From an optimization exercise on the open Yosys and OpenROAD flow, aimed at small area; shortcuts taken in it are not production practice. No functional check of the RTL was part of any run shown here. Power and IR drop assume default switching activity.

==> design/flow/run.sh <==
#!/bin/bash
# synth_recipe.tcl (not shown) runs the flow's synth.tcl, then flattens the netlist and writes it again
# the make line also repeats each setting of config.mk as NAME=value (left out here)
make -C /OpenROAD-flow-scripts/flow DESIGN_CONFIG=/design/flow/config.mk WORK_HOME=/design/flow/orfs CLKGATE_MAP_FILE= SYNTH_SCRIPT=/design/flow/synth_recipe.tcl finish
==> design/flow/config.mk <==
export PLATFORM = sky130hd
export DESIGN_NAME = color_tracker
export DESIGN_NICKNAME = color_tracker
export VERILOG_FILES = /design/flow/design.v
export SDC_FILE = /design/flow/constraint.sdc
export NUM_CORES = 4
export LEC_CHECK = 0
export CAP_MARGIN = 20
export CORE_MARGIN = 2
export CORE_UTILIZATION = 40
export PLACE_DENSITY = 0.6
export SLEW_MARGIN = 20
export SYNTH_HIERARCHICAL = 1
==> design/flow/constraint.sdc <==
create_clock -name core_clock -period 6.7 [get_ports {clk_pixel}]
set_input_delay 1.3400 -clock core_clock [delete_from_list [all_inputs] [get_ports {clk_pixel}]]
set_output_delay 1.3400 -clock core_clock [all_outputs]
set_load 0.01 [all_outputs]
==> design/flow/design.v <==
module color_convert (
  input  logic [15:0] pixel,
  input  logic        sel_cb,   
  output logic [7:0]  luma,
  output logic [7:0]  chroma
);
  logic [4:0] r5;
  logic [5:0] g6;
  logic [4:0] b5;
  logic [4:0] u5;
  logic [4:0] w5;
  logic [5:0] x6;
  assign r5 = pixel[15:11];
  assign g6 = pixel[10:5];
  assign b5 = pixel[4:0];
  assign u5 = sel_cb ? b5 : r5;
  assign w5 = sel_cb ? r5 : b5;
  assign x6 = sel_cb ? {r5, 1'b0} : g6;
  logic luma_s0, luma_c0;
  assign luma_c0 = (b5[0] & g6[0]) | (r5[0] & (b5[0] | g6[0]));
  logic luma_s1, luma_c1;
  csa_fa luma_fa2 (.a(b5[1]), .b(g6[0]), .c(g6[1]), .s(luma_s1), .co(luma_c1));
  logic luma_s2, luma_c2;
  assign luma_c2 = (r5[1] & luma_c0) | (luma_s1 & (r5[1] | luma_c0));
  logic luma_s3, luma_c3;
  csa_fa luma_fa4 (.a(b5[0]), .b(b5[2]), .c(g6[1]), .s(luma_s3), .co(luma_c3));
  logic luma_s4, luma_c4;
  csa_fa luma_fa5 (.a(g6[2]), .b(r5[0]), .c(r5[2]), .s(luma_s4), .co(luma_c4));
  logic luma_s5, luma_c5;
  csa_fa luma_fa6 (.a(luma_c1), .b(luma_s3), .c(luma_s4), .s(luma_s5), .co(luma_c5));
  logic luma_s6, luma_c6;
  assign luma_c6 = luma_c2 & luma_s5;
  logic luma_s7, luma_c7;
  csa_fa luma_fa8 (.a(b5[0]), .b(b5[1]), .c(b5[3]), .s(luma_s7), .co(luma_c7));
  logic luma_s8, luma_c8;
  csa_fa luma_fa9 (.a(g6[0]), .b(g6[2]), .c(g6[3]), .s(luma_s8), .co(luma_c8));
  logic luma_s9, luma_c9;
  csa_fa luma_fa10 (.a(r5[0]), .b(r5[1]), .c(r5[3]), .s(luma_s9), .co(luma_c9));
  logic luma_s10, luma_c10;
  csa_fa luma_fa11 (.a(luma_c3), .b(luma_c4), .c(luma_s7), .s(luma_s10), .co(luma_c10));
  logic luma_s11, luma_c11;
  csa_fa luma_fa12 (.a(luma_s8), .b(luma_s9), .c(luma_c5), .s(luma_s11), .co(luma_c11));
  logic luma_s12, luma_c12;
  assign luma_c12 = (luma_s10 & luma_c6) | (luma_s11 & (luma_s10 | luma_c6));
  logic luma_s13, luma_c13;
  csa_fa luma_fa14 (.a(b5[0]), .b(b5[1]), .c(b5[2]), .s(luma_s13), .co(luma_c13));
  logic luma_s14, luma_c14;
  csa_fa luma_fa15 (.a(b5[4]), .b(g6[1]), .c(g6[3]), .s(luma_s14), .co(luma_c14));
  logic luma_s15, luma_c15;
  csa_fa luma_fa16 (.a(g6[4]), .b(r5[1]), .c(r5[2]), .s(luma_s15), .co(luma_c15));
  logic luma_s16, luma_c16;
  csa_fa luma_fa17 (.a(r5[4]), .b(luma_c7), .c(luma_c8), .s(luma_s16), .co(luma_c16));
  logic luma_s17, luma_c17;
  csa_fa luma_fa18 (.a(luma_c9), .b(luma_s13), .c(luma_s14), .s(luma_s17), .co(luma_c17));
  logic luma_s18, luma_c18;
  csa_fa luma_fa19 (.a(luma_s15), .b(luma_c10), .c(luma_s16), .s(luma_s18), .co(luma_c18));
  logic luma_s19, luma_c19;
  csa_fa luma_fa20 (.a(luma_s17), .b(luma_c11), .c(luma_s18), .s(luma_s19), .co(luma_c19));
  logic luma_s20, luma_c20;
  assign luma_c20 = luma_c12 & luma_s19;
  logic luma_s21, luma_c21;
  csa_fa luma_fa22 (.a(b5[1]), .b(b5[2]), .c(b5[3]), .s(luma_s21), .co(luma_c21));
  logic luma_s22, luma_c22;
  csa_fa luma_fa23 (.a(g6[2]), .b(g6[4]), .c(g6[5]), .s(luma_s22), .co(luma_c22));
  logic luma_s23, luma_c23;
  csa_fa luma_fa24 (.a(r5[2]), .b(r5[3]), .c(luma_c13), .s(luma_s23), .co(luma_c23));
  logic luma_s24, luma_c24;
  csa_fa luma_fa25 (.a(luma_c14), .b(luma_c15), .c(luma_s21), .s(luma_s24), .co(luma_c24));
  logic luma_s25, luma_c25;
  csa_fa luma_fa26 (.a(luma_s22), .b(luma_c16), .c(luma_c17), .s(luma_s25), .co(luma_c25));
  logic luma_s26, luma_c26;
  csa_fa luma_fa27 (.a(luma_s23), .b(luma_s24), .c(luma_c18), .s(luma_s26), .co(luma_c26));
  logic luma_s27, luma_c27;
  csa_fa luma_fa28 (.a(luma_s25), .b(luma_s26), .c(luma_c19), .s(luma_s27), .co(luma_c27));
  logic luma_s28, luma_c28;
  csa_ha luma_ha29 (.a(luma_c20), .b(luma_s27), .s(luma_s28), .co(luma_c28));
  logic luma_s29, luma_c29;
  csa_fa luma_fa30 (.a(b5[2]), .b(b5[3]), .c(b5[4]), .s(luma_s29), .co(luma_c29));
  logic luma_s30, luma_c30;
  csa_fa luma_fa31 (.a(g6[0]), .b(g6[3]), .c(g6[5]), .s(luma_s30), .co(luma_c30));
  logic luma_s31, luma_c31;
  csa_fa luma_fa32 (.a(r5[0]), .b(r5[3]), .c(r5[4]), .s(luma_s31), .co(luma_c31));
  logic luma_s32, luma_c32;
  csa_fa luma_fa33 (.a(luma_c21), .b(luma_c22), .c(luma_s29), .s(luma_s32), .co(luma_c32));
  logic luma_s33, luma_c33;
  csa_fa luma_fa34 (.a(luma_s30), .b(luma_s31), .c(luma_c23), .s(luma_s33), .co(luma_c33));
  logic luma_s34, luma_c34;
  csa_fa luma_fa35 (.a(luma_c24), .b(luma_s32), .c(luma_c25), .s(luma_s34), .co(luma_c34));
  logic luma_s35, luma_c35;
  csa_fa luma_fa36 (.a(luma_s33), .b(luma_c26), .c(luma_s34), .s(luma_s35), .co(luma_c35));
  logic luma_s36, luma_c36;
  csa_fa luma_fa37 (.a(luma_c27), .b(luma_s35), .c(luma_c28), .s(luma_s36), .co(luma_c36));
  logic luma_s37, luma_c37;
  csa_fa luma_fa38 (.a(b5[3]), .b(b5[4]), .c(g6[1]), .s(luma_s37), .co(luma_c37));
  logic luma_s38, luma_c38;
  csa_fa luma_fa39 (.a(g6[4]), .b(r5[1]), .c(r5[4]), .s(luma_s38), .co(luma_c38));
  logic luma_s39, luma_c39;
  csa_fa luma_fa40 (.a(luma_c29), .b(luma_c30), .c(luma_c31), .s(luma_s39), .co(luma_c39));
  logic luma_s40, luma_c40;
  csa_fa luma_fa41 (.a(luma_s37), .b(luma_s38), .c(luma_c32), .s(luma_s40), .co(luma_c40));
  logic luma_s41, luma_c41;
  csa_fa luma_fa42 (.a(luma_s39), .b(luma_c33), .c(luma_s40), .s(luma_s41), .co(luma_c41));
  logic luma_s42, luma_c42;
  csa_fa luma_fa43 (.a(luma_c34), .b(luma_s41), .c(luma_c35), .s(luma_s42), .co(luma_c42));
  logic luma_s43, luma_c43;
  csa_ha luma_ha44 (.a(luma_s42), .b(luma_c36), .s(luma_s43), .co(luma_c43));
  logic luma_s44, luma_c44;
  csa_fa luma_fa45 (.a(b5[4]), .b(g6[2]), .c(g6[5]), .s(luma_s44), .co(luma_c44));
  logic luma_s45, luma_c45;
  csa_fa luma_fa46 (.a(r5[2]), .b(luma_c37), .c(luma_c38), .s(luma_s45), .co(luma_c45));
  logic luma_s46, luma_c46;
  csa_fa luma_fa47 (.a(luma_s44), .b(luma_c39), .c(luma_s45), .s(luma_s46), .co(luma_c46));
  logic luma_s47, luma_c47;
  csa_fa luma_fa48 (.a(luma_c40), .b(luma_s46), .c(luma_c41), .s(luma_s47), .co(luma_c47));
  logic luma_s48, luma_c48;
  csa_fa luma_fa49 (.a(luma_s47), .b(luma_c42), .c(luma_c43), .s(luma_s48), .co(luma_c48));
  logic luma_s49, luma_c49;
  csa_fa luma_fa50 (.a(g6[3]), .b(r5[3]), .c(luma_c44), .s(luma_s49), .co(luma_c49));
  logic luma_s50, luma_c50;
  csa_fa luma_fa51 (.a(luma_c45), .b(luma_s49), .c(luma_c46), .s(luma_s50), .co(luma_c50));
  logic luma_s51, luma_c51;
  csa_fa luma_fa52 (.a(luma_s50), .b(luma_c47), .c(luma_c48), .s(luma_s51), .co(luma_c51));
  logic luma_s52, luma_c52;
  csa_fa luma_fa53 (.a(g6[4]), .b(r5[4]), .c(luma_c49), .s(luma_s52), .co(luma_c52));
  logic luma_s53, luma_c53;
  csa_fa luma_fa54 (.a(luma_s52), .b(luma_c50), .c(luma_c51), .s(luma_s53), .co(luma_c53));
  logic luma_s54, luma_c54;
  csa_fa luma_fa55 (.a(g6[5]), .b(luma_c52), .c(luma_c53), .s(luma_s54), .co(luma_c54));
  assign luma = {luma_c54, luma_s54, luma_s53, luma_s51, luma_s48, luma_s43, luma_s36, luma_s28};
  logic chroma_s0, chroma_c0;
  assign chroma_c0 = 1'b1 & ~g6[0];
  logic chroma_s1, chroma_c1;
  csa_fa chroma_fa2 (.a(~g6[1]), .b(chroma_c0), .c(~w5[0]), .s(chroma_s1), .co(chroma_c1));
  logic chroma_s2, chroma_c2;
  assign chroma_c2 = ~x6[0] & chroma_s1;
  logic chroma_s3, chroma_c3;
  assign chroma_s3 = 1'b1 ^ (~g6[0] ^ ~g6[2]);
  assign chroma_c3 = (1'b1 & ~g6[0]) | (~g6[2] & (1'b1 | ~g6[0]));
  logic chroma_s4, chroma_c4;
  csa_fa chroma_fa5 (.a(~w5[1]), .b(~x6[0]), .c(~x6[1]), .s(chroma_s4), .co(chroma_c4));
  logic chroma_s5, chroma_c5;
  csa_fa chroma_fa6 (.a(chroma_s3), .b(chroma_c1), .c(chroma_s4), .s(chroma_s5), .co(chroma_c5));
  logic chroma_s6, chroma_c6;
  assign chroma_c6 = chroma_c2 & chroma_s5;
  logic chroma_s7, chroma_c7;
  csa_fa chroma_fa8 (.a(~g6[1]), .b(~g6[3]), .c(~w5[0]), .s(chroma_s7), .co(chroma_c7));
  logic chroma_s8, chroma_c8;
  csa_fa chroma_fa9 (.a(~w5[2]), .b(~x6[1]), .c(~x6[2]), .s(chroma_s8), .co(chroma_c8));
  logic chroma_s9, chroma_c9;
  csa_fa chroma_fa10 (.a(chroma_c3), .b(chroma_c4), .c(chroma_s7), .s(chroma_s9), .co(chroma_c9));
  logic chroma_s10, chroma_c10;
  csa_fa chroma_fa11 (.a(chroma_s8), .b(chroma_c5), .c(chroma_s9), .s(chroma_s10), .co(chroma_c10));
  logic chroma_s11, chroma_c11;
  assign chroma_c11 = chroma_c6 & chroma_s10;
  logic chroma_s12, chroma_c12;
  assign chroma_s12 = 1'b1 ^ (~g6[0] ^ ~g6[2]);
  assign chroma_c12 = (1'b1 & ~g6[0]) | (~g6[2] & (1'b1 | ~g6[0]));
  logic chroma_s13, chroma_c13;
  csa_fa chroma_fa14 (.a(~g6[4]), .b(~w5[1]), .c(~w5[3]), .s(chroma_s13), .co(chroma_c13));
  logic chroma_s14, chroma_c14;
  csa_fa chroma_fa15 (.a(~x6[0]), .b(~x6[2]), .c(~x6[3]), .s(chroma_s14), .co(chroma_c14));
  logic chroma_s15, chroma_c15;
  csa_fa chroma_fa16 (.a(chroma_s12), .b(chroma_c7), .c(chroma_c8), .s(chroma_s15), .co(chroma_c15));
  logic chroma_s16, chroma_c16;
  csa_fa chroma_fa17 (.a(chroma_s13), .b(chroma_s14), .c(chroma_c9), .s(chroma_s16), .co(chroma_c16));
  logic chroma_s17, chroma_c17;
  csa_fa chroma_fa18 (.a(chroma_s15), .b(chroma_s16), .c(chroma_c10), .s(chroma_s17), .co(chroma_c17));
  logic chroma_s18, chroma_c18;
  assign chroma_c18 = chroma_c11 & chroma_s17;
  logic chroma_s19, chroma_c19;
  csa_fa chroma_fa20 (.a(~g6[1]), .b(~g6[3]), .c(~g6[5]), .s(chroma_s19), .co(chroma_c19));
  logic chroma_s20, chroma_c20;
  csa_fa chroma_fa21 (.a(~w5[0]), .b(~w5[2]), .c(~w5[4]), .s(chroma_s20), .co(chroma_c20));
  logic chroma_s21, chroma_c21;
  csa_fa chroma_fa22 (.a(~x6[1]), .b(~x6[3]), .c(~x6[4]), .s(chroma_s21), .co(chroma_c21));
  logic chroma_s22, chroma_c22;
  csa_fa chroma_fa23 (.a(chroma_c12), .b(chroma_s19), .c(chroma_c13), .s(chroma_s22), .co(chroma_c22));
  logic chroma_s23, chroma_c23;
  csa_fa chroma_fa24 (.a(chroma_c14), .b(chroma_s20), .c(chroma_s21), .s(chroma_s23), .co(chroma_c23));
  logic chroma_s24, chroma_c24;
  csa_fa chroma_fa25 (.a(chroma_c15), .b(chroma_s22), .c(chroma_s23), .s(chroma_s24), .co(chroma_c24));
  logic chroma_s25, chroma_c25;
  csa_fa chroma_fa26 (.a(chroma_c16), .b(chroma_s24), .c(chroma_c17), .s(chroma_s25), .co(chroma_c25));
  logic chroma_s26, chroma_c26;
  assign chroma_c26 = chroma_c18 & chroma_s25;
  logic chroma_s27, chroma_c27;
  csa_fa chroma_fa28 (.a(~g6[0]), .b(~g6[2]), .c(~g6[4]), .s(chroma_s27), .co(chroma_c27));
  logic chroma_s28, chroma_c28;
  csa_fa chroma_fa29 (.a(~w5[1]), .b(~w5[3]), .c(~x6[2]), .s(chroma_s28), .co(chroma_c28));
  logic chroma_s29, chroma_c29;
  csa_fa chroma_fa30 (.a(~x6[4]), .b(~x6[5]), .c(chroma_c19), .s(chroma_s29), .co(chroma_c29));
  logic chroma_s30, chroma_c30;
  csa_fa chroma_fa31 (.a(chroma_s27), .b(chroma_c20), .c(chroma_c21), .s(chroma_s30), .co(chroma_c30));
  logic chroma_s31, chroma_c31;
  csa_fa chroma_fa32 (.a(chroma_s28), .b(chroma_s29), .c(chroma_c22), .s(chroma_s31), .co(chroma_c31));
  logic chroma_s32, chroma_c32;
  csa_fa chroma_fa33 (.a(chroma_c23), .b(chroma_s30), .c(chroma_s31), .s(chroma_s32), .co(chroma_c32));
  logic chroma_s33, chroma_c33;
  csa_fa chroma_fa34 (.a(chroma_c24), .b(chroma_s32), .c(chroma_c25), .s(chroma_s33), .co(chroma_c33));
  logic chroma_s34, chroma_c34;
  csa_ha chroma_ha35 (.a(chroma_c26), .b(chroma_s33), .s(chroma_s34), .co(chroma_c34));
  logic chroma_s35, chroma_c35;
  assign chroma_s35 = 1'b1 ^ (~g6[1] ^ ~g6[3]);
  assign chroma_c35 = (1'b1 & ~g6[1]) | (~g6[3] & (1'b1 | ~g6[1]));
  logic chroma_s36, chroma_c36;
  csa_fa chroma_fa37 (.a(~g6[5]), .b(~w5[2]), .c(~w5[4]), .s(chroma_s36), .co(chroma_c36));
  logic chroma_s37, chroma_c37;
  csa_fa chroma_fa38 (.a(~x6[3]), .b(~x6[5]), .c(chroma_c27), .s(chroma_s37), .co(chroma_c37));
  logic chroma_s38, chroma_c38;
  csa_fa chroma_fa39 (.a(chroma_s35), .b(chroma_c28), .c(chroma_s36), .s(chroma_s38), .co(chroma_c38));
  logic chroma_s39, chroma_c39;
  csa_fa chroma_fa40 (.a(chroma_c29), .b(chroma_s37), .c(chroma_c30), .s(chroma_s39), .co(chroma_c39));
  logic chroma_s40, chroma_c40;
  csa_fa chroma_fa41 (.a(chroma_s38), .b(chroma_c31), .c(chroma_s39), .s(chroma_s40), .co(chroma_c40));
  logic chroma_s41, chroma_c41;
  csa_fa chroma_fa42 (.a(chroma_c32), .b(chroma_s40), .c(chroma_c33), .s(chroma_s41), .co(chroma_c41));
  logic chroma_s42, chroma_c42;
  csa_ha chroma_ha43 (.a(chroma_c34), .b(chroma_s41), .s(chroma_s42), .co(chroma_c42));
  logic chroma_s43, chroma_c43;
  csa_fa chroma_fa44 (.a(~g6[2]), .b(~g6[4]), .c(u5[0]), .s(chroma_s43), .co(chroma_c43));
  logic chroma_s44, chroma_c44;
  csa_fa chroma_fa45 (.a(~w5[3]), .b(~x6[4]), .c(chroma_c35), .s(chroma_s44), .co(chroma_c44));
  logic chroma_s45, chroma_c45;
  csa_fa chroma_fa46 (.a(chroma_c36), .b(chroma_s43), .c(chroma_c37), .s(chroma_s45), .co(chroma_c45));
  logic chroma_s46, chroma_c46;
  csa_fa chroma_fa47 (.a(chroma_s44), .b(chroma_c38), .c(chroma_s45), .s(chroma_s46), .co(chroma_c46));
  logic chroma_s47, chroma_c47;
  csa_fa chroma_fa48 (.a(chroma_c39), .b(chroma_s46), .c(chroma_c40), .s(chroma_s47), .co(chroma_c47));
  logic chroma_s48, chroma_c48;
  csa_fa chroma_fa49 (.a(chroma_s47), .b(chroma_c41), .c(chroma_c42), .s(chroma_s48), .co(chroma_c48));
  logic chroma_s49, chroma_c49;
  csa_fa chroma_fa50 (.a(~g6[3]), .b(~g6[5]), .c(u5[1]), .s(chroma_s49), .co(chroma_c49));
  logic chroma_s50, chroma_c50;
  csa_fa chroma_fa51 (.a(~w5[4]), .b(~x6[5]), .c(chroma_c43), .s(chroma_s50), .co(chroma_c50));
  logic chroma_s51, chroma_c51;
  csa_fa chroma_fa52 (.a(chroma_s49), .b(chroma_c44), .c(chroma_s50), .s(chroma_s51), .co(chroma_c51));
  logic chroma_s52, chroma_c52;
  csa_fa chroma_fa53 (.a(chroma_c45), .b(chroma_s51), .c(chroma_c46), .s(chroma_s52), .co(chroma_c52));
  logic chroma_s53, chroma_c53;
  csa_fa chroma_fa54 (.a(chroma_s52), .b(chroma_c47), .c(chroma_c48), .s(chroma_s53), .co(chroma_c53));
  logic chroma_s54, chroma_c54;
  csa_fa chroma_fa55 (.a(~g6[4]), .b(u5[2]), .c(chroma_c49), .s(chroma_s54), .co(chroma_c54));
  logic chroma_s55, chroma_c55;
  csa_fa chroma_fa56 (.a(chroma_c50), .b(chroma_s54), .c(chroma_c51), .s(chroma_s55), .co(chroma_c55));
  logic chroma_s56, chroma_c56;
  csa_fa chroma_fa57 (.a(chroma_s55), .b(chroma_c52), .c(chroma_c53), .s(chroma_s56), .co(chroma_c56));
  logic chroma_s57, chroma_c57;
  csa_fa chroma_fa58 (.a(~g6[5]), .b(u5[3]), .c(chroma_c54), .s(chroma_s57), .co(chroma_c57));
  logic chroma_s58, chroma_c58;
  csa_fa chroma_fa59 (.a(chroma_s57), .b(chroma_c55), .c(chroma_c56), .s(chroma_s58), .co(chroma_c58));
  logic chroma_s59, chroma_c59;
  csa_fa chroma_fa60 (.a(u5[4]), .b(chroma_c57), .c(chroma_c58), .s(chroma_s59), .co(chroma_c59));
  assign chroma = {chroma_c59, chroma_s59, chroma_s58, chroma_s56, chroma_s53, chroma_s48, chroma_s42, chroma_s34};
endmodule
module channel_threshold (
  input  logic [15:0] pixel,
  input  logic [7:0]  luma,
  input  logic [7:0]  chroma,    
  input  logic [2:0]  channel_sel,
  input  logic [7:0]  lower_bound,
  input  logic [7:0]  upper_bound,
  output logic [7:0]  channel,
  output logic        in_range
);
  always_comb begin
    case (channel_sel)
      3'b000:  channel = {pixel[10:5], 2'b00};   
      3'b001:  channel = {pixel[15:11], 3'b000};  
      3'b010:  channel = {pixel[4:0], 3'b000};   
      3'b100:  channel = luma;
      3'b101:  channel = chroma;  
      3'b110:  channel = chroma;  
      default: channel = '0;  
    endcase
  end
  assign in_range = (channel >= lower_bound) && (channel <= upper_bound);
endmodule
module csa_fa (
  input  logic a,
  input  logic b,
  input  logic c,
  output logic s,
  output logic co
);
  assign s  = a ^ (b ^ c);
  assign co = (a & b) | (c & (a | b));
endmodule
module csa_ha (
  input  logic a,
  input  logic b,
  output logic s,
  output logic co
);
  assign s  = a ^ b;
  assign co = a & b;
endmodule
module rc_add #(
  parameter int W = 8
) (
  input  logic [W-1:0] a,
  input  logic [W-1:0] b,
  input  logic         ci,
  output logic [W-1:0] s,
  output logic         co
);
  logic [W:0] c;
  assign c[0] = ci;
  for (genvar i = 0; i < W; i++) begin : g_bit
    csa_fa fa_i (.a(a[i]), .b(b[i]), .c(c[i]), .s(s[i]), .co(c[i+1]));
  end
  assign co = c[W];
endmodule
module rc_inc #(
  parameter int W = 8
) (
  input  logic [W-1:0] a,
  input  logic         ci,
  output logic [W-1:0] s,
  output logic         co
);
  logic [W:0] c;
  assign c[0] = ci;
  for (genvar i = 0; i < W; i++) begin : g_bit
    csa_ha ha_i (.a(a[i]), .b(c[i]), .s(s[i]), .co(c[i+1]));
  end
  assign co = c[W];
endmodule
module com_divider (
  input  logic [21:0] window,
  input  logic [21:0] divisor_n,  
  input  logic        enable,     
  output logic [20:0] rem_next,   
  output logic        q_bit
);
  logic [10:0] lo_diff;
  logic        lo_carry;    
  logic [10:0] hi_diff0, hi_diff1;
  logic        hi_carry0, hi_carry1;
  logic        fits;
  rc_add #(.W(11)) lo_i  (.a(window[10:0]),  .b(divisor_n[10:0]),  .ci(1'b1),
                          .s(lo_diff),  .co(lo_carry));
  rc_add #(.W(11)) hi0_i (.a(window[21:11]), .b(divisor_n[21:11]), .ci(1'b0),
                          .s(hi_diff0), .co(hi_carry0));
  rc_add #(.W(11)) hi1_i (.a(window[21:11]), .b(divisor_n[21:11]), .ci(1'b1),
                          .s(hi_diff1), .co(hi_carry1));
  assign fits     = lo_carry ? hi_carry1 : hi_carry0;
  assign q_bit    = enable && fits;
  assign rem_next = !q_bit ? window[20:0]
                  : lo_carry ? {hi_diff1[9:0], lo_diff} : {hi_diff0[9:0], lo_diff};
endmodule
module com_accumulator (
  input  logic        clk_pixel,
  input  logic        sys_rst,
  input  logic        mark,        
  input  logic        new_frame,
  input  logic [10:0] hcount,
  input  logic [9:0]  vcount,
  output logic [10:0] x_com,
  output logic [9:0]  y_com,
  output logic        com_valid
);
  localparam logic [5:0] X_STEPS = 6'd11;
  localparam logic [5:0] LAST    = 6'd42;  
  logic [31:0] x_sum;    
  logic [30:0] y_sum;
  logic [21:0] count_n;  
  logic        x_carry;  
  logic        y_carry;  
  logic        busy;
  logic [5:0]  step;
  logic        last;
  logic        clear;
  logic        load;
  logic        keep;
  logic [10:0] h_add;
  logic [9:0]  v_add;
  logic [11:0] x_lo;
  logic        x_lo_co;
  logic [19:0] x_hi;
  logic [10:0] y_lo;
  logic        y_lo_co;
  logic [19:0] y_hi;
  logic [20:0] rem_next;
  logic        q_bit;
  assign h_add = mark ? hcount : '0;
  assign v_add = mark ? vcount : '0;
  rc_add #(.W(11)) x_lo_i (.a(x_sum[10:0]), .b(h_add), .ci(1'b0),
                           .s(x_lo[10:0]), .co(x_lo[11]));
  assign x_lo_co = x_lo[11] & x_sum[11];
  rc_inc #(.W(20)) x_hi_i (.a(x_sum[31:12]), .ci(x_carry), .s(x_hi), .co());
  rc_add #(.W(10)) y_lo_i (.a(y_sum[9:0]), .b(v_add), .ci(1'b0),
                           .s(y_lo[9:0]), .co(y_lo[10]));
  assign y_lo_co = y_lo[10] & y_sum[10];
  rc_inc #(.W(20)) y_hi_i (.a(y_sum[30:11]), .ci(y_carry), .s(y_hi), .co());
  com_divider div_i (
    .window    (x_sum[31:10]),
    .divisor_n (count_n),
    .enable    ((step < X_STEPS) || step[5]),
    .rem_next  (rem_next),
    .q_bit     (q_bit)
  );
  assign last  = (step == LAST);
  assign clear = sys_rst || (busy && last);
  always_ff @(posedge clk_pixel) begin
    if (clear) begin
      x_sum   <= '0;
      y_sum   <= '0;
      count_n <= '1;
      x_carry <= 1'b0;
      y_carry <= 1'b0;
    end else if (busy) begin
      x_sum <= {rem_next, x_sum[9:0], y_sum[30]};
      y_sum <= {y_sum[29:0], q_bit};
    end else begin
      x_sum   <= {x_hi, x_lo[11] ^ x_sum[11], x_lo[10:0]};
      y_sum   <= {y_hi, y_lo[10] ^ y_sum[10], y_lo[9:0]};
      x_carry <= x_lo_co;
      y_carry <= y_lo_co;
      count_n <= count_n - 22'(mark);
    end
  end
  always_ff @(posedge clk_pixel) begin
    if (sys_rst) begin
      busy <= 1'b0;
      step <= '0;
    end else if (busy) begin
      busy <= !last;
      step <= last ? '0 : step + 1'b1;
    end else begin
      busy <= new_frame && (count_n != '1);
      step <= '0;
    end
  end
  assign load = busy && last && !sys_rst;
  assign keep = !(busy && last) && !sys_rst;
  always_ff @(posedge clk_pixel) begin
    x_com     <= (x_sum[10:0] & {11{load}}) | (x_com & {11{keep}});
    y_com     <= (y_sum[9:0] & {10{load}}) | (y_com & {10{keep}});
    com_valid <= load;
  end
endmodule
module overlay_mux (
  input  logic [15:0] bg_pix,
  input  logic        mask,
  input  logic [10:0] hcount,
  input  logic [9:0]  vcount,
  input  logic [1:0]  bg_sel,
  input  logic [1:0]  target_sel,
  input  logic [10:0] x_com,
  input  logic [9:0]  y_com,
  output logic [23:0] pixel_out
);
  logic [7:0]  gray;
  logic [23:0] bg;
  logic        on_cross;
  assign gray = bg_pix[7:0];
  always_comb begin
    case (bg_sel)
      2'b00:   bg = {bg_pix[15:11], 3'b000, bg_pix[10:5], 2'b00, bg_pix[4:0], 3'b000};
      2'b01:   bg = {gray, gray, gray};
      2'b10:   bg = {24{mask}};
      default: bg = mask ? 24'hFF00FF : {gray, gray, gray};
    endcase
  end
  assign on_cross = (target_sel == 2'b01) && ((hcount == x_com) || (vcount == y_com));
  assign pixel_out = on_cross ? 24'hFFFFFF : bg;
endmodule
module color_tracker #(
  parameter int SUM_BITS = 32  
) (
  input  logic        clk_pixel,
  input  logic        sys_rst,
  input  logic [15:0] pixel,
  input  logic [24:0] timing,
  input  logic [2:0]  channel_sel,
  input  logic [7:0]  lower_bound,
  input  logic [7:0]  upper_bound,
  input  logic [1:0]  bg_sel,
  input  logic [1:0]  target_sel,
  output logic [23:0] pixel_out,
  output logic [24:0] timing_out,
  output logic [10:0] x_com,
  output logic [9:0]  y_com,
  output logic        com_valid
);
  logic [15:0] pix_q1, pix_q2, pix_q3, pix_q4;
  logic [24:0] tim_q1, tim_q2, tim_q3, tim_q4, tim_q5;
  logic [3:0]  rst_hist;  
  logic [7:0]  luma, chroma, channel;
  logic        in_range;
  logic [15:0] bg_q;
  logic        mask_q;
  logic        sel_cb_q;  
  color_convert color_convert_i (
    .pixel  (pix_q4),
    .sel_cb (sel_cb_q),
    .luma   (luma),
    .chroma (chroma)
  );
  channel_threshold channel_threshold_i (
    .pixel       (pix_q4),
    .luma        (luma),
    .chroma      (chroma),
    .channel_sel (channel_sel),
    .lower_bound (lower_bound),
    .upper_bound (upper_bound),
    .channel     (channel),
    .in_range    (in_range)
  );
  always_ff @(posedge clk_pixel) begin
    pix_q1   <= pixel;
    pix_q2   <= pix_q1;
    pix_q3   <= pix_q2;
    pix_q4   <= pix_q3;
    tim_q1   <= timing;
    tim_q2   <= tim_q1;
    tim_q3   <= tim_q2;
    tim_q4   <= tim_q3;
    rst_hist <= {rst_hist[2:0], sys_rst};
    if (sys_rst || (rst_hist != '0)) tim_q5 <= '0;
    else tim_q5 <= tim_q4;
    mask_q   <= in_range;
    sel_cb_q <= channel_sel[1];  
    bg_q[15:8] <= pix_q4[15:8];
    if (bg_sel == 2'b00) bg_q[7:0] <= pix_q4[7:0];
    else if (bg_sel[1]) bg_q[7:0] <= luma;
    else bg_q[7:0] <= channel;
  end
  assign timing_out = tim_q5;
  com_accumulator com_accumulator_i (
    .clk_pixel (clk_pixel),
    .sys_rst   (sys_rst),
    .mark      (tim_q5[3] && mask_q),
    .new_frame (tim_q5[0]),
    .hcount    (tim_q5[24:14]),
    .vcount    (tim_q5[13:4]),
    .x_com     (x_com),
    .y_com     (y_com),
    .com_valid (com_valid)
  );
  overlay_mux overlay_mux_i (
    .bg_pix     (bg_q),
    .mask       (mask_q),
    .hcount     (tim_q5[24:14]),
    .vcount     (tim_q5[13:4]),
    .bg_sel     (bg_sel),
    .target_sel (target_sel),
    .x_com      (x_com),
    .y_com      (y_com),
    .pixel_out  (pixel_out)
  );
endmodule
==> results.json, run 1 <==
{
  "yosys_register_bits": 327,
  "p_per_area_nw_per_um2": 313,
  "vias": 9267,
  "grt-ovfl-total": 0,
  "die_x_um": 198,
  "p_int_uw": 3940,
  "cts_made_buffers": 35,
  "clk_path_buf_depth": 3,
  "yosysSeqAreaShare_pct": 43.5,
  "status": "failed layout checks",
  "cpMaxStageDelayCell": "fa_1",
  "reg2reg_to": "mask_q",
  "antenna_cells": 0,
  "worstPathArrival_ps": 7510,
  "die_h_um": 198,
  "wire_per_inst_um": 16.4,
  "grt_max_degree": 62,
  "instances_no_fill": 1892,
  "reg2regPathDepth": 24,
  "crit_fanout": 4,
  "synth-edff-count": 0,
  "slew_headroom_pct": 33.7,
  "clock_latency_ps": 520,
  "num_rows": 71,
  "clkSinkCount": 327,
  "cts_root_buffer": "clkbuf_16",
  "async_flop_share_pct": 0,
  "max_freq_mhz": 141,
  "power_frac_seq_pct": 36.6,
  "regToRegSetupSlack_ps": -390,
  "place_hpwl_um": 23300,
  "finalPower_uw": 5720,
  "critPathKind": "flop to flop",
  "grtUsageTotal_pct": 16.6,
  "p_leak_uw": 0.00748,
  "layout_commonest_cell": "dfxtp_1",
  "cts_tree": "built",
  "drt-total-wl_um": 31000,
  "dieArea_um2": 39200,
  "min_to": "tim_q4[4]",
  "min-delay-start": "tim_q3[4]",
  "mostFrequentLayoutCells": "dfxtp_1, fa_1, clkdlybuf4s50_1",
  "drtIter0Drc": 438,
  "ys_warn_count": 10,
  "crit_path_max_incr_delay_ps": 550,
  "gp_congestion": 0.860,
  "htreeDepth": 2,
  "grt_pass1_vias": 9634,
  "antenna_found_initial": 0,
  "switchingPower_uw": 1780,
  "synth_cell_type_count": 64,
  "skew_ps": 14.3,
  "path_clk_slew_ps": 60,
  "remaining_drc_errors": 0,
  "max-vdd-ir-drop_uv": 179,
  "swShare_pct": 31.1,
  "end_kind": "flop",
  "ant_nets": 0,
  "r2r-start": "sel_cb_q",
  "synth_cells": 1232,
  "cap_violations": 0,
  "cp_cell_sequence": "buf_6 -> mux2i_4 -> fa_1 -> fa_2 -> fa_2 -> fa_2 -> fa_2 -> fa_2 -> fa_1 -> ha_2 -> fa_2 -> fa_2 -> fa_2 -> fa_2 -> fa_2 -> mux2i_1 -> nor2_1 -> a21oi_1 -> a21oi_2 -> ha_1 -> nand4_1 -> nor3_2 -> nor2_1 -> a211oi_1",
  "finalCritPeriodShare_pct": 106,
  "final_hold_viol_count": 0,
  "grt_pass1_wl_um": 51200,
  "io_buffers": 136,
  "synth_top_flop_cell": "dfxtp_1",
  "setup_viol": 1,
  "synth_area_um2": 15000,
  "syn_to_final_growth_pct": 21.3,
  "period_needed_ps": 7090,
  "postSynthAreaPerCell_um2": 12.2,
  "drv_slew": 0,
  "num-nets-final": 1680,
  "cp.required_ps": 7120,
  "pwr-share-clk_pct": 32.0,
  "first_pass_iters": 5,
  "min_path_type": "flop to flop",
  "place_inst": 1828,
  "rsz0062_at_grt": "true",
  "cts_hold_buf": 0,
  "viasPerCell": 4.90,
  "so_faults": "setup timing",
  "crit_top_cell": "fa_2",
  "io_pins": 137,
  "start_util_pct": 40.3,
  "worst_hold_slack_ps": 317,
  "worst_slack_ps": -386,
  "min_path_cells": 0,
  "startpoint_type": "flop",
  "drive_above_1_share_pct": 13.9,
  "core-area_um2": 37300,
  "worstMarginPinSlew_ps": 994,
  "p_comb_share_pct": 31.4
}
## state kept, by name (all words and copies together), names as in the netlist, 4 cells and up
name	count
com_accumulator_i.x_sum	32
com_accumulator_i.count_n	22
tim_q2	25
bg_q	16
tim_q4	25
pix_q2	16
rst_hist	4
pix_q4	16
pix_q1	16
tim_q5	25
com_accumulator_i.y_com	10
tim_q1	25
com_accumulator_i.x_com	11
com_accumulator_i.y_sum	31
tim_q3	25
com_accumulator_i.step	6
pix_q3	16
## area by class of cell
| cell class | instances | area, um^2 |
|---|---|---|
| clock buffer | 45 | 943 |
| multi-input combinational | 801 | 8040 |
| clock inverter | 15 | 153 |
| timing repair buffer | 198 | 1840 |
| fill | 3366 | 19100 |
| tap | 474 | 593 |
| sequential | 327 | 6550 |
| inverter | 32 | 120 |
## Yosys cell counts (2+ instances only)
library cell	count	area (um^2)
xor2_1	9	78.8
a22o_1	21	184
buf_2	13	65.1
nand2b_1	8	50.1
mux2i_1	107	1070
mux2_1	2	22.5
or3_1	4	25.0
or4_1	7	52.6
a21o_1	2	15.0
buf_6	5	56.3
nor3b_2	20	250
inv_1	31	116
and3_1	5	31.3
buf_1	3	11.3
conb_1	3	11.3
nand3b_1	3	22.5
o31ai_1	4	30.0
and2_1	27	169
nor4_1	5	31.3
nand3_1	13	65.1
xnor2_1	24	210
fa_1	151	3020
mux2_2	7	78.8
clkbuf_1	28	105
a21oi_1	47	235
nand3_2	2	20.0
ha_1	68	851
buf_12	3	60.1
nor3_1	11	55.1
nor3b_1	7	52.6
o21bai_1	2	15.0
a211oi_2	2	25.0
nand4b_1	2	17.5
a31oi_1	10	62.6
nand4_1	9	56.3
mux2_4	10	150
nand2_1	56	210
nand2_2	2	12.5
dfxtp_1	327	6550
nor2_1	101	379
o21ai_0	24	120
buf_4	21	158
a211oi_1	5	37.5
## Yosys stat by module (local to each module, per instance), excerpt
| module | times used | flops+latches | cells inside | cell area [um^2] |
|---|---|---|---|---|
| color_tracker | 1 | 211 | 270 | 4750 |
| com_accumulator | 1 | 116 | 438 | 4440 |
| channel_threshold | 1 | 0 | 111 | 763 |
| overlay_mux | 1 | 0 | 111 | 659 |
| com_divider | 1 | 0 | 52 | 435 |
| color_convert | 1 | 0 | 55 | 419 |
| csa_fa | 151 | 0 | 1 | 20.0 |
| csa_ha | 44 | 0 | 1 | 12.5 |
## worst max path at each step
stage / startpoint / end / slack (ps) / cells past startpoint
global route: sel_cb_q / mask_q / -580 / 25
CTS: sel_cb_q / mask_q / -410 / 24
floorplan: sel_cb_q / mask_q / -260 / 26
detailed placement: sel_cb_q / mask_q / -440 / 24
finish: sel_cb_q / mask_q / -390 / 24
global placement: sel_cb_q / mask_q / -250 / 24
## layer usage
layer / share of wire (%) / global-route usage [%] / vias to the layer above
li1: - / - / 4465
met3: 4.3 / 3.24 / 65
met1: 43 / 21.4 / 4539
met4: 3.0 / 5.63 / 0
met2: 49 / 28.0 / 198
met5: 0 / 0 / -
## worst max-delay path, delay by kind of cell (launching register included)
kind | cells | cell delay, ps
AO/OA/AOI/OAI | 3 | 480
adder cells (fa/ha/maj) | 14 | 5190
buffers and inverters | 1 | 120
flip-flops | 1 | 360
multiplexers | 2 | 320
AND/OR/NAND/NOR | 4 | 490
## per-stage QoR
stage / area [um^2] / TNS [ps] / worst slack (ps) / util, %
finish: 18200 / -386 / -386 / 48.9
floorplan: 15100 / -255 / -255 / -
detailed placement: 17100 / -438 / -438 / 45.8
CTS: 18200 / -406 / -406 / 48.7
global placement: 17100 / -247 / -247 / 45.8
global route: 18200 / -678 / -582 / 48.9
## cells by family after synthesis
| group | after synthesis | synth area share (%) |
|---|---|---|
| XOR/XNOR | 33 | 1.92 |
| buffers and inverters | 106 | 3.86 |
| AND/OR/NAND/NOR | 292 | 10.6 |
| adder cells (fa/ha/maj) | 220 | 25.8 |
| AO/OA/AOI/OAI | 125 | 5.37 |
| flip-flops | 327 | 43.5 |
| multiplexers | 126 | 8.79 |
| other | 3 | 0.0749 |
## what timing repair did
action	in CTS	in global routing
buffers inserted	0	3
pin swaps	1	9
gates cloned	0	0
endpoints found under the setup margin	1	3
resized for setup	2	12
## power groups by stage
stage | Clock, uW | Combinational [uW] | Sequential, uW
6_report | 1830 | 1800 | 2090
2_1_floorplan | 0 | 1450 | 2120
3_3_place_gp | 0 | 1730 | 2140
3_5_place_dp | 0 | 1790 | 2140
4_1_cts | 1880 | 1790 | 2090
5_1_grt | 1960 | 2010 | 2100
==> run 2: changes to the inputs <==
--- a/design/flow/config.mk
+++ b/design/flow/config.mk
@@ -10,2 +10,3 @@
 export CORE_UTILIZATION = 40
+export CTS_BUF_LIST = sky130_fd_sc_hd__clkbuf_4 sky130_fd_sc_hd__clkbuf_8
 export PLACE_DENSITY = 0.6
==> results.json, run 2 <==
{
  "drt-total-wl_um": 31200,
  "min_path_type": "flop to flop",
  "antenna_found_initial": 0,
  "reg2reg_to": "mask_q",
  "cts_made_buffers": 53,
  "dieArea_um2": 39200,
  "postSynthAreaPerCell_um2": 12.2,
  "skew_ps": 8.87,
  "max_freq_mhz": 142,
  "rsz0062_at_grt": "true",
  "place_inst": 1828,
  "yosysSeqAreaShare_pct": 43.5,
  "syn_to_final_growth_pct": 22.9,
  "switchingPower_uw": 1800,
  "cp.required_ps": 7180,
  "cpMaxStageDelayCell": "fa_1",
  "drv_slew": 0,
  "synth_cells": 1232,
  "so_faults": "setup timing",
  "cap_violations": 0,
  "clk_path_buf_depth": 3,
  "top_register": "com_accumulator_i.x_sum",
  "cts_root_buffer": "clkbuf_8",
  "end_kind": "flop",
  "io_pins": 137,
  "htreeDepth": 2,
  "grt_pass1_vias": 9745,
  "seqCellArea_um2": 6550,
  "worst_slack_ps": -318,
  "vias": 9392,
  "crit_path_max_incr_delay_ps": 560,
  "core-area_um2": 37300,
  "startpoint_type": "flop",
  "synth_top_flop_cell": "dfxtp_1",
  "synth_area_um2": 15000,
  "async_flop_share_pct": 0,
  "clkSinkCount": 327,
  "die_x_um": 198,
  "ys_warn_count": 10,
  "fillerInstances": 3373,
  "num-nets-final": 1697,
  "viasPerCell": 4.87,
  "status": "failed layout checks",
  "grt_max_degree": 62,
  "drtIter0Drc": 470,
  "synth_common_cells": "dfxtp_1, fa_1, mux2i_1",
  "crit_path_end": "mask_q",
  "wire_per_inst_um": 16.2,
  "gp_congestion": 0.860,
  "pwr-share-clk_pct": 34.3,
  "path_clk_slew_ps": 60,
  "place_hpwl_um": 23300,
  "multi_input_area_um2": 8060,
  "r2r-start": "sel_cb_q",
  "worstMarginPinSlew_ps": 998,
  "synth.most_common_cell": "dfxtp_1",
  "setup_tns_ps": -318,
  "drive_above_1_share_pct": 16.6,
  "reg_top3": "com_accumulator_i.x_sum (32), com_accumulator_i.y_sum (31)",
  "synth_top_area_share_pct": 43.5,
  "slew_headroom_pct": 33.5,
  "remaining_drc_errors": 0,
  "die_h_um": 198,
  "p_int_uw": 4140,
  "finalCritPeriodShare_pct": 105,
  "largest_reg_flops": 32,
  "setup_viol": 1,
  "synth_cell_type_count": 64,
  "yosys_register_bits": 327,
  "layout_commonest_cell": "dfxtp_1",
  "final_hold_viol_count": 0,
  "ant_nets": 0,
  "power_frac_seq_pct": 35.3,
  "max-vdd-ir-drop_uv": 231,
  "reg2regPathDepth": 25,
  "grtUsageTotal_pct": 16.7,
  "clock_latency_ps": 600,
  "period_needed_ps": 7020,
  "cts_tree": "built",
  "worstPathArrival_ps": 7500,
  "instances_no_fill": 1927,
  "io_buffers": 136,
  "crit_fanout": 4,
  "critPathKind": "flop to flop",
  "grt_pass1_wl_um": 51400,
  "grt-ovfl-total": 0,
  "crit_top_cell": "fa_2",
  "first_pass_iters": 5,
  "p_leak_uw": 0.00763,
  "num_rows": 71,
  "start_util_pct": 40.3,
  "mostFrequentLayoutCells": "dfxtp_1, fa_1, clkdlybuf4s50_1",
  "yosys-top-cells-area": "dfxtp_1, fa_1, mux2i_1",
  "min_path_cells": 0,
  "p_per_area_nw_per_um2": 321,
  "regToRegSetupSlack_ps": -320,
  "p_comb_share_pct": 30.4,
  "synth_top_cell_by_area": "dfxtp_1",
  "swShare_pct": 30.2,
  "synth-edff-count": 0,
  "startpoint": "sel_cb_q"
}
==> run 2: routing by layer <==
metal  vias to the layer above  global-route usage (%)  part of all wire (%)
li1                       4514                       -                     -
met1                      4594                    21.5                    43
met2                       213                    27.4                    49
met3                        71                    3.44                   4.8
met4                         0                    7.02                   3.5
met5                         -                       0                     0
==> run 2: timing repair <==
action,in CTS,in global routing
resized for setup,6,13
setup buffers,1,1
endpoints found under the setup margin,1,3
hold buffers,0,0
pin swaps,7,7
==> run 2: kinds of logic after synthesis <==
family,count (synthesis),synth area share [%]
compound gates,125,5.37
xor+xnor,33,1.92
fa+ha+maj,220,25.8
buf+inv,106,3.86
flops,327,43.5
mux,126,8.79
other cells,3,0.0749
simple gates,292,10.6
==> run 2: Yosys stat by module (local to each module, per instance), a selection <==
module	cells	flops+latches	copies in the design	area, um^2
color_tracker	270	211	1	4750
com_accumulator	438	116	1	4440
channel_threshold	111	0	1	763
overlay_mux	111	0	1	659
com_divider	52	0	1	435
color_convert	55	0	1	419
csa_fa	1	0	151	20.0
csa_ha	1	0	44	12.5
==> run 2: stage by stage <==
step / instance area, um^2 / hold slack, ps / total power, uW / setup WS (ps) / util [%]
finish: 18500 / 322 / 5940 / -318 / 49.5
global placement: 17100 / 310 / 3870 / -247 / 45.8
CTS: 18400 / 323 / 6000 / -414 / 49.4
floorplan: 15100 / 310 / 3560 / -255 / -
global route: 18500 / 328 / 6310 / -483 / 49.5
detailed placement: 17100 / 312 / 3920 / -438 / 45.8
==> run 2: cell type report <==
class / count / area share, %
Antenna cell: 1 / 0.0135
Clock buffer: 88 / 6.25
Clock inverter: 7 / 0.880
Inverter: 32 / 0.650
Multi-Input combinational cell: 801 / 43.6
Sequential cell: 327 / 35.5
Tap cell: 474 / 3.21
Timing Repair Buffer: 197 / 9.94
==> run 2: worst min path at each step <==
stage / start / to / slack (ps)
after floorplan: pix_q1[0] / pix_q2[0] / 310
after global placement: tim_q1[17] / tim_q2[17] / 310
after detailed placement: pix_q1[1] / pix_q2[1] / 310
after CTS: pix_q1[1] / pix_q2[1] / 320
after global routing: pix_q1[9] / pix_q2[9] / 330
final: tim_q3[21] / tim_q4[21] / 320
==> run 2: power by group through the flow <==
stage	registers [uW]	logic, uW	clock network, uW
final	2090	1800	2040
after global routing	2100	2020	2190
after CTS	2090	1800	2100
after detailed placement	2140	1790	0
after global placement	2140	1730	0
after floorplan	2120	1450	0
==> run 2: worst max-delay path, delay by kind of cell (launching register included) <==
kind                       cells  cell delay, ps
adders and majority gates     14            5190
muxes                          2             320
and+or+nand+nor                3             280
DFF                            1             360
AOI/OAI and AO/OA              3             350
buffers and inverters          3             390

==> afterwards: timing with drivers on the ports <==
No port has a modelled driver above. Below, the same layouts with a new extraction and two added sets of constraints.
Step 1 (the two cells are an assumption about what drives the block):
set clk [get_ports {clk_pixel}]
set_driving_cell -lib_cell sky130_fd_sc_hd__clkbuf_16 $clk
set_driving_cell -lib_cell sky130_fd_sc_hd__buf_2 [delete_from_list [all_inputs] $clk]
Step 2 adds t to the input delays and takes it off the output delays; t is the mean of the earliest and latest rising clock arrival at the registers after step 1. Input paths then give back, and output paths get back, about the clock's delay inside the block.
Slacks: ideal / step 1 / step 2; pairs: ideal / step 1.
run	t, ns	setup WS [ns]	worst setup path after step 2	pins driven straight from the clock port
run 1	0.570	-0.386 / -0.386 / -0.386	register to register	1
run 2	0.649	-0.318 / -0.318 / -0.318	register to register	1
